This design comes from an exercise in tuning for small area on the open sky130 flow, not from production work.
The RTL was checked by simulation tests, not by an equivalence proof against the original design.
No driver is modelled on the clock port, so clocking that relies on it looks cheaper here than on a real chip.
No activity file was given, so power comes from the tool's default toggle rates.

==> flow/design.v <==
`default_nettype none
package cpu_pkg;
	localparam logic [2:0] C_NOP  = 3'b000;
	localparam logic [2:0] C_ALU  = 3'b001;
	localparam logic [2:0] C_ADDI = 3'b010;
	localparam logic [2:0] C_BEQ  = 3'b100;
	localparam logic [2:0] C_LWI  = 3'b110;
	localparam logic [2:0] C_SWI  = 3'b111;
endpackage
`default_nettype wire
`default_nettype none
module aoi222 (
	input  logic a1, b1, a2, b2, a3, b3,
	output logic y
);
	assign y = !((a1 && b1) || (a2 && b2) || (a3 && b3));
endmodule
module hold_ld (
	input  logic q, hold, d, load,
	output logic y
);
	assign y = (q && hold) || (d && load);
endmodule
module sel34 (
	input  logic [33:0]      s,
	input  logic [34*32-1:0] d,
	output logic [31:0]      q
);
	logic [31:0] t [11];
	for (genvar k = 0; k < 11; k++) begin : g_k
		for (genvar j = 0; j < 32; j++) begin : g_j
			aoi222 u (
				.a1(s[3*k]),     .b1(d[(3*k)*32 + j]),
				.a2(s[3*k + 1]), .b2(d[(3*k + 1)*32 + j]),
				.a3(s[3*k + 2]), .b3(d[(3*k + 2)*32 + j]),
				.y(t[k][j])
			);
		end
	end
	always_comb begin
		q = d[33*32 +: 32] & {32{s[33]}};
		for (int k = 0; k < 11; k++) q = q | ~t[k];
	end
endmodule
`default_nettype wire
`default_nettype none
module alu_bit (
	input  logic a, b2, im,
	input  logic sub, use_imm,
	input  logic c,
	input  logic e_p, e_c, e_g, e_st,
	output logic p, g, r
);
	logic bx;
	assign bx = use_imm ? im : (b2 ^ sub);
	assign p  = a ^ bx;
	assign g  = a & bx;
	assign r  = (p & e_p) ^ ((c & e_c) | (g & e_g) | (b2 & e_st));
endmodule
module ao21 (
	input  logic a, b, c,
	output logic y
);
	assign y = (a && b) || c;
endmodule
module an2 (
	input  logic a, b,
	output logic y
);
	assign y = a && b;
endmodule
module bk32 (
	input  logic [31:0] p,
	input  logic [31:0] g,
	input  logic        ci,
	output logic [31:0] co
);
	logic [31:0] gl [6];
	logic [31:0] pl [6];
	logic [31:0] gd [5];
	assign pl[0] = p;
	ao21 u_g0 (.a(p[0]), .b(ci), .c(g[0]), .y(gl[0][0]));
	assign gl[0][31:1] = g[31:1];
	for (genvar l = 1; l <= 5; l++) begin : g_up
		for (genvar i = 0; i < 32; i++) begin : g_i
			if ((i % (1 << l)) == (1 << l) - 1) begin : g_n
				ao21 ug (.a(pl[l-1][i]), .b(gl[l-1][i - (1 << (l-1))]), .c(gl[l-1][i]), .y(gl[l][i]));
				if (i != (1 << l) - 1) begin : g_pp
					an2 up (.a(pl[l-1][i]), .b(pl[l-1][i - (1 << (l-1))]), .y(pl[l][i]));
				end else begin : g_np
					assign pl[l][i] = 1'b0;
				end
			end else begin : g_p
				assign gl[l][i] = gl[l-1][i];
				assign pl[l][i] = pl[l-1][i];
			end
		end
	end
	assign gd[4] = gl[5];
	for (genvar l = 3; l >= 0; l--) begin : g_dn
		for (genvar i = 0; i < 32; i++) begin : g_i
			if (i >= (3 << l) - 1 && ((i + 1 - (1 << l)) % (2 << l)) == 0 && i != 31) begin : g_n
				ao21 ug (.a(pl[l][i]), .b(gd[l+1][i - (1 << l)]), .c(gd[l+1][i]), .y(gd[l][i]));
			end else begin : g_p
				assign gd[l][i] = gd[l+1][i];
			end
		end
	end
	assign co = gd[0];
endmodule
`default_nettype wire
`default_nettype none
module pipeline_top (
	input  logic        clk,
	input  logic        rst_n,
	input  logic [31:0] instruction,
	output logic        im_read,
	output logic [9:0]  im_address,
	output logic        dm_read,
	output logic        dm_write,
	output logic [11:0] dm_address,
	output logic [31:0] dm_in,
	input  logic [31:0] dm_out,
	output logic        alu_overflow
);
	logic [9:0]  pc;
	logic        fetch_active;
	logic [2:0]  id_cls;        
	logic [25:0] id_ins;        
	logic        ex_wr, ex_load, ex_store, ex_ovf;
	logic [4:0]  ex_dest;
	logic [31:0] ex_w;          
	logic [11:0] ex_a;          
	logic        mem_wr, mem_load, mem_store;
	logic [4:0]  mem_dest;
	logic [31:0] mem_w;
	logic [11:0] mem_a;
	logic [31:0] regs [32];
	logic        c_alu, c_addi, c_lwi, c_swi, c_beq, use_imm;
	logic [4:0]  ra, rt, rb, s2;
	logic [4:0]  sub_op;
	logic [31:0] imm;
	assign c_alu   = id_cls == cpu_pkg::C_ALU;
	assign c_addi  = id_cls == cpu_pkg::C_ADDI;
	assign c_lwi   = id_cls == cpu_pkg::C_LWI;
	assign c_swi   = id_cls == cpu_pkg::C_SWI;
	assign c_beq   = id_cls == cpu_pkg::C_BEQ;
	assign use_imm = c_addi | c_lwi | c_swi;
	assign rt     = id_ins[25:21];
	assign ra     = id_ins[20:16];
	assign rb     = id_ins[15:11];
	assign sub_op = id_ins[4:0];
	assign imm    = {{16{id_ins[15]}}, id_ins[15:0]};
	assign s2     = c_alu ? rb : rt;
	logic [31:0] mem_val, a, b2;
	logic        wr_mem, fx_a, fx_b, fm_a, fm_b, fr_a, fr_b;
	logic [31:0] sel_a, sel_b;
	assign wr_mem = mem_wr || mem_load;
	assign fx_a = ex_wr && ex_dest == ra;
	assign fx_b = ex_wr && ex_dest == s2;
	assign fm_a = !fx_a && wr_mem && mem_dest == ra;
	assign fm_b = !fx_b && wr_mem && mem_dest == s2;
	assign fr_a = !fx_a && !fm_a;
	assign fr_b = !fx_b && !fm_b;
	logic [34*32-1:0] rd_d;
	logic [33:0]      rd_sa, rd_sb;
	always_comb begin
		for (int i = 0; i < 32; i++) begin
			rd_d[i*32 +: 32] = regs[i];
			sel_a[i] = fr_a && ra == 5'(i);
			sel_b[i] = fr_b && s2 == 5'(i);
		end
		rd_d[32*32 +: 32] = ex_w;
		rd_d[33*32 +: 32] = mem_val;
		rd_sa = {fm_a, fx_a, sel_a};
		rd_sb = {fm_b, fx_b, sel_b};
	end
	sel34 rd_a (.s(rd_sa), .d(rd_d), .q(a));
	sel34 rd_b (.s(rd_sb), .d(rd_d), .q(b2));
	assign mem_val = (dm_out & {32{mem_load}}) | (mem_w & {32{!mem_load && rst_n}});
	logic stall;
	assign stall = ex_load && (ex_dest == ra || ex_dest == s2);
	logic        is_sub, alu_ok;
	logic        e_p, e_c, e_g, e_st;
	logic [31:0] p, g, co, c, result;
	logic [31:0] imm_x;
	assign is_sub = c_alu && sub_op[2:0] == 3'd1;
	assign alu_ok = c_alu && sub_op <= 5'd4;
	assign e_st = c_swi;
	assign e_c  = !c_swi && !(c_alu && (sub_op[2] || sub_op[1]));
	assign e_p  = !c_swi && !(c_alu && sub_op[1] && !sub_op[0]);
	assign e_g  = c_alu && sub_op[1];
	assign imm_x = imm;
	for (genvar i = 0; i < 32; i++) begin : g_alu
		alu_bit u (
			.a(a[i]), .b2(b2[i]), .im(imm_x[i]), .sub(is_sub), .use_imm(use_imm),
			.c(c[i]), .e_p(e_p), .e_c(e_c), .e_g(e_g), .e_st(e_st),
			.p(p[i]), .g(g[i]), .r(result[i])
		);
	end
	bk32 u_carry (.p(p), .g(g), .ci(is_sub), .co(co));
	assign c = {co[30:0], is_sub};
	logic ovf;
	assign ovf = (use_imm || (c_alu && sub_op[4:1] == 4'd0)) && !p[31] && (c[31] != a[31]);
	logic [11:0] addr;
	assign addr = p[11:0] ^ c[11:0];
	logic taken;
	assign taken = c_beq && !stall && (p == 32'd0);
	always_ff @(posedge clk or negedge rst_n) begin
		if (!rst_n) pc <= '0;
		else        pc <= taken ? pc + imm[9:0] + 10'h3ff : pc + {9'd0, !stall};
	end
	always_ff @(posedge clk or negedge rst_n) begin
		if (!rst_n) fetch_active <= 1'b0;
		else        fetch_active <= 1'b1;
	end
	logic [2:0] if_cls;
	always_comb begin
		case (instruction[31:26])
			6'd0:    if_cls = cpu_pkg::C_ALU;
			6'd8:    if_cls = cpu_pkg::C_ADDI;
			6'd2:    if_cls = cpu_pkg::C_LWI;
			6'd3:    if_cls = cpu_pkg::C_SWI;
			6'd4:    if_cls = cpu_pkg::C_BEQ;
			default: if_cls = cpu_pkg::C_NOP;
		endcase
	end
	always_ff @(posedge clk or negedge rst_n) begin
		if (!rst_n)      id_cls <= cpu_pkg::C_NOP;
		else if (!stall) id_cls <= taken ? cpu_pkg::C_NOP : if_cls;
	end
	always_ff @(posedge clk) begin
		if (!stall) id_ins <= instruction[25:0];
	end
	always_ff @(posedge clk or negedge rst_n) begin
		if (!rst_n) begin
			ex_wr    <= 1'b0;
			ex_load  <= 1'b0;
			ex_store <= 1'b0;
			ex_ovf   <= 1'b0;
		end else begin
			ex_wr    <= !stall && (alu_ok || c_addi);
			ex_load  <= !stall && c_lwi;
			ex_store <= !stall && c_swi;
			ex_ovf   <= !stall && ovf;
		end
	end
	always_ff @(posedge clk) begin
		ex_dest <= rt;
		ex_w    <= result;
		ex_a    <= addr;
	end
	always_ff @(posedge clk or negedge rst_n) begin
		if (!rst_n) begin
			mem_wr    <= 1'b0;
			mem_load  <= 1'b0;
			mem_store <= 1'b0;
		end else begin
			mem_wr    <= ex_wr;
			mem_load  <= ex_load;
			mem_store <= ex_store;
		end
	end
	always_ff @(posedge clk) begin
		mem_dest <= ex_dest;
		mem_w    <= ex_w;
		mem_a    <= ex_a;
	end
	logic [31:0] rf_ld, rf_hold;
	logic [31:0] regs_d [32];
	always_comb begin
		for (int i = 0; i < 32; i++) begin
			rf_ld[i]   = !rst_n || (wr_mem && mem_dest == 5'(i));
			rf_hold[i] = rst_n && !(wr_mem && mem_dest == 5'(i));
		end
	end
	for (genvar i = 0; i < 32; i++) begin : g_rf
		for (genvar j = 0; j < 32; j++) begin : g_b
			hold_ld u (.q(regs[i][j]), .hold(rf_hold[i]), .d(mem_val[j]), .load(rf_ld[i]), .y(regs_d[i][j]));
		end
	end
	always_ff @(posedge clk) begin
		for (int i = 0; i < 32; i++) regs[i] <= regs_d[i];
	end
	assign im_read      = fetch_active;
	assign im_address   = pc;
	assign dm_read      = mem_load;
	assign dm_write     = mem_store;
	assign dm_address   = mem_a;
	assign dm_in        = mem_w;
	assign alu_overflow = ex_ovf;
endmodule
`default_nettype wire
==> flow/flow/run.sh <==
#!/bin/bash
set -euo pipefail
HERE=$(pwd)
RESULTS=$HERE/orfs/results/sky130hd/pipeline_top/base
BASE="-sink_clustering_enable -repair_clock_nets -dont_use_dummy_load"
KNOBS=("BUFFER_PORTS_ARGS=-buffer_cell sky130_fd_sc_hd__buf_1")

cts_try() {
  bash standard.sh "CTS_ARGS=$BASE $1" "${KNOBS[@]}" cts > "standard_make_cts_$2.log" 2>&1
  RESULTS=$RESULTS LIB=$FLOW_HOME/platforms/sky130hd/lib/sky130_fd_sc_hd__tt_025C_1v80.lib \
    openroad -no_init -exit flow/clkslew.tcl > "clkslew_$2.log" 2>&1
  awk '/^CLKSLEW/ {print $2}' "clkslew_$2.log"
}

ok() { awk -v s="$1" 'BEGIN { exit !(s != "" && s + 0 > 0 && s + 0 < 0.110) }'; }
S=$(cts_try "-sink_clustering_size 30 -sink_clustering_max_diameter 100 -buf_list {sky130_fd_sc_hd__clkbuf_16}" a)
echo "clock slew a: $S" >> run_notes.log
if ! ok "$S"; then
  rm -f "$RESULTS"/4_*
  S=$(cts_try "-sink_clustering_size 25 -sink_clustering_max_diameter 120 -buf_list {sky130_fd_sc_hd__clkbuf_8 sky130_fd_sc_hd__clkbuf_16}" b)
  echo "clock slew b: $S" >> run_notes.log
  if ! ok "$S"; then
    rm -f "$RESULTS"/4_*
    S=$(cts_try "-sink_clustering_size 20 -sink_clustering_max_diameter 100 -buf_list {sky130_fd_sc_hd__clkbuf_16}" c)
    echo "clock slew c: $S" >> run_notes.log
    if ! ok "$S"; then
      rm -f "$RESULTS"/4_*
      cts_try "-sink_clustering_size 20 -buf_list {sky130_fd_sc_hd__clkbuf_4 sky130_fd_sc_hd__clkbuf_8}" d >> run_notes.log
    fi
  fi
fi

bash standard.sh "CTS_ARGS=$BASE" "${KNOBS[@]}" finish > standard_make.log 2>&1
==> flow/flow/clkslew.tcl <==
# worst flip-flop clock-pin slew after CTS, from placement parasitics
set R $::env(RESULTS)
read_liberty $::env(LIB)
read_db $R/4_1_cts.odb
read_sdc $R/4_cts.sdc
source $::env(FLOW_HOME)/platforms/sky130hd/setRC.tcl
set_propagated_clock [all_clocks]
estimate_parasitics -placement
set worst 0
foreach pin [get_pins -hierarchical */CLK] {
  foreach e {rise fall} {
    foreach an {min max} {
      set s [get_property $pin slew_${an}_$e]
      if {$s > $worst} { set worst $s }
    }
  }
}
puts "CLKSLEW $worst"
==> flow/standard.sh <==
#!/bin/bash
# synth_recipe.tcl (not shown) runs the flow's synth.tcl, then flattens the netlist and writes it again
# the make line also repeats each setting of config.mk as NAME=value (left out here)
make -C /OpenROAD-flow-scripts/flow DESIGN_CONFIG=/design/flow/config.mk WORK_HOME=/design/flow/orfs CLKGATE_MAP_FILE= SYNTH_SCRIPT=/design/flow/synth_recipe.tcl "${@:-finish}"
==> flow/config.mk <==
export PLATFORM = sky130hd
export DESIGN_NAME = pipeline_top
export DESIGN_NICKNAME = pipeline_top
export VERILOG_FILES = /design/flow/design.v
export SDC_FILE = /design/flow/constraint.sdc
export NUM_CORES = 4
export LEC_CHECK = 0
export CAP_MARGIN = 20
export CORE_MARGIN = 2
export CORE_UTILIZATION = 65
export PLACE_DENSITY = 0.72
export SETUP_SLACK_MARGIN = 0.3
export SLEW_MARGIN = 20
export SYNTH_HIERARCHICAL = 1
export SYNTH_MINIMUM_KEEP_SIZE = 0
==> flow/constraint.sdc <==
create_clock -name core_clock -period 8.0 [get_ports {clk}]
set_input_delay 1.6000 -clock core_clock [delete_from_list [all_inputs] [get_ports {clk}]]
set_output_delay 1.6000 -clock core_clock [all_outputs]
set_load 0.01 [all_outputs]
==> flow_summary.json <==
{
  "status": "finished clean",
  "grt_pass1_wl_um": 299000,
  "slew_headroom_pct": 12.5,
  "synthCells": 3948,
  "critPathSlowestCell": "a2111o_1",
  "cts_tree": "yes",
  "critical-path-top-delay-family": "compound AO/OA/AOI/OAI gates",
  "ioPinCount": 124,
  "ys_warn_count": 19,
  "insertion_delay_ps": 680,
  "place.gp.congestion": 1.03,
  "switching_share_pct": 33.9,
  "hold_path_class": "reg -> reg",
  "grt_max_degree": 65,
  "power_leakage_uw": 0.0199,
  "final-hold-violation-count": 0,
  "drive_gt1_share_pct": 8.95,
  "ant_nets": 0,
  "drtIter0Drc": 13200,
  "drt_pass1_iterations": 22,
  "final.period_utilization_pct": 95.5,
  "grt_pass1_vias": 42900,
  "whs_ps": 334,
  "syn-num-nets": 4066,
  "netSwitchingPower_uw": 5140,
  "vdd_ir_drop_max_mv": 0.319,
  "core-area_sq_um": 71500,
  "cp-start-kind": "flip-flop",
  "crit_type": "reg -> reg",
  "syn_area_per_cell_sq_um": 11.9,
  "dieWidth_um": 273,
  "placementRows": 98,
  "area_growth_pct": 10.9,
  "setup_violations": 0,
  "numCtsBuffers": 52,
  "h-tree-depth": 2,
  "grt-ovfl-total": 0,
  "port_buffers": 123,
  "die_area_sq_um": 74300,
  "syn-cell-area_sq_um": 46900,
  "clockPowerShare_pct": 19.9,
  "rsz0062_at_grt": "false",
  "grtUsageTotal_pct": 54.2,
  "dpl.hpwl_um": 134000,
  "required_ps": 8540,
  "root_buffer": "clkbuf_16",
  "maxCapViolations": 0,
  "nNetsFinal": 4412,
  "worstPathMaxFanout": 31,
  "crit_top_cell": "a21o_1",
  "critPathBufInv": 3,
  "min_period_ps": 7640,
  "setup_tns_ps": 0,
  "wire_per_inst_um": 40.5,
  "clockBufferDepth": 3,
  "power.share.sequential_pct": 57.5,
  "p_comb_share_pct": 22.7,
  "max_freq_mhz": 131,
  "postRouteWirelength_um": 212000,
  "drc": 0,
  "path_clk_slew_ps": 110,
  "antenna_found_initial": 16,
  "cts.sinks": 1169,
  "initial_utilization_pct": 65.6,
  "via_per_inst": 9.06,
  "cellPowerDensity_nw_per_um2": 292,
  "final.setup_skew_ps": 30.8,
  "worst_pin_slew_ps": 1310,
  "worstPathArrival_ps": 8180,
  "die_h_um": 273,
  "drv_slew": 0,
  "vias": 47600,
  "max_stage_delay_ps": 560,
  "end_kind": "flip-flop",
  "p_int_uw": 10000
}
worst paths after layout:
| check | endpoint | slack [ps] | from | depth (start not counted) |
|---|---|---|---|---|
| max in group asynchronous | mem_wr$_DFF_PN0_ | 6540 | rst_n | 2 |
| max reg2reg | ex_ovf$_DFF_PN0_ | 360 | id_cls[1]$_DFFE_PN0N_ | 25 |
| min in group asynchronous | pc[4]$_DFF_PN0_ | 1040 | rst_n | 2 |
| min | mem_a[7]$_DFF_P_ | 330 | ex_a[7]$_DFF_P_ | 0 |
| min reg2reg | mem_a[7]$_DFF_P_ | 330 | ex_a[7]$_DFF_P_ | 0 |
| max | ex_ovf$_DFF_PN0_ | 360 | id_cls[1]$_DFFE_PN0N_ | 25 |
routing by layer:
layer	wire length, um	up-vias	track usage (%)
li1	-	18500	-
met1	71100	22600	68.3
met2	79700	5162	72.5
met3	41300	1334	26.1
met4	20000	26	36.8
met5	285	-	1.41
worst reg2reg max path, delay by kind of cell, from the launching register on:
family                     cells  cell delay, ps
buffers and inverters          3             840
xor gates and xnor gates       2             290
adders and majority gates      1             340
AOI/OAI and AO/OA             15            4450
and+or+nand+nor                4            1130
DFF                            1             460
cells in the final DEF (no fill, tap or decap), types with 6 or more instances in the layout:
master	count
o21ai_0	36
and2_1	24
nand2b_1	10
dfrtp_1	21
nand3_1	77
buf_1	122
a222oi_1	737
nor2_4	27
a21o_1	55
mux2i_1	8
xnor2_1	58
diode_2	6
nor3_2	8
nor4_1	8
a22o_1	1056
nor2_1	14
and3_1	8
ha_1	51
edfxtp_1	26
o21ai_4	36
xor2_1	55
nor2_2	38
nand2_1	97
buf_4	201
dfxtp_1	1122
a21oi_1	6
inv_1	70
nand4_1	131
clkbuf_16	52
a2111o_1	64
nor3_1	10
final cells by class:
cell class	instances	area (sq um)
inverters	75	282
diodes	6	15.0
clock buffers	52	1300
well taps	950	1190
repair buffers	327	2030
fillers	5179	19500
flip-flops and latches	1169	23800
multi-input cells	2669	23400
per-stage QoR:
step	util (%)	instance area, sq um	setup slack (ps)	power [uW]	instances
6_report	72.7	52000	358	15200	5248
5_1_grt	72.7	52000	326	15500	5243
4_1_cts	72.4	51800	310	14800	5232
3_5_place_dp	70.6	50500	226	11900	5179
3_3_place_gp	70.6	50500	475	11800	5179
2_1_floorplan	-	46900	1340	10500	3948
sequential cells by signal, indices dropped and copies added, names as in the netlist, 3 cells and up:
name,flops
mem_a,12
mem_w,32
id_cls,3
regs,1024
ex_w,32
ex_a,12
ex_dest,5
mem_dest,5
pc,10
id_ins,26
repair_timing:
| action | CTS | global route |
|---|---|---|
| hold buffers | 0 | 0 |
| buffers inserted | 0 | 7 |
| endpoints found under the setup margin | 2 | 17 |
| gates resized for setup | 0 | 14 |
| gates cloned | 1 | 2 |
| pin swaps | 1 | 12 |
power groups by stage:
stage                     registers [uW]  clock network [uW]  logic, uW
after floorplan                     8360                   0       2160
after global placement              8680                   0       3130
after detailed placement            8720                   0       3230
after CTS                           8610                2960       3240
after global routing                8840                3160       3550
final                               8710                3010       3430

[port drivers added, routing unchanged]
In the flow no input, the clock included, has a driving cell. The finished layout below was timed again as built, in two steps. Step 1: set_driving_cell puts a clkbuf_16 on clk and a buf_2 on each other input, an assumption about the parent block. Step 2, shift: input delay + t, output delay - t, t = (earliest + latest rising clock arrival at the registers) / 2. This alone moves slack from input paths to output paths. a / b / c = ideal / step 1 / step 2; a / b = the first two.
shift t [ns]: 0.738
slack for setup (ns): 0.358 / 0.358 / 0.358
hold slack, ns: 0.334 / 0.334 / 0.334
worst setup path after step 2: register to register
pins driven straight from the clock port: 1
After both steps setup and hold are still met in this run. For this run, drivers alone change the setup slack by 0.000 ns; drivers and shift together by 0.000 ns.
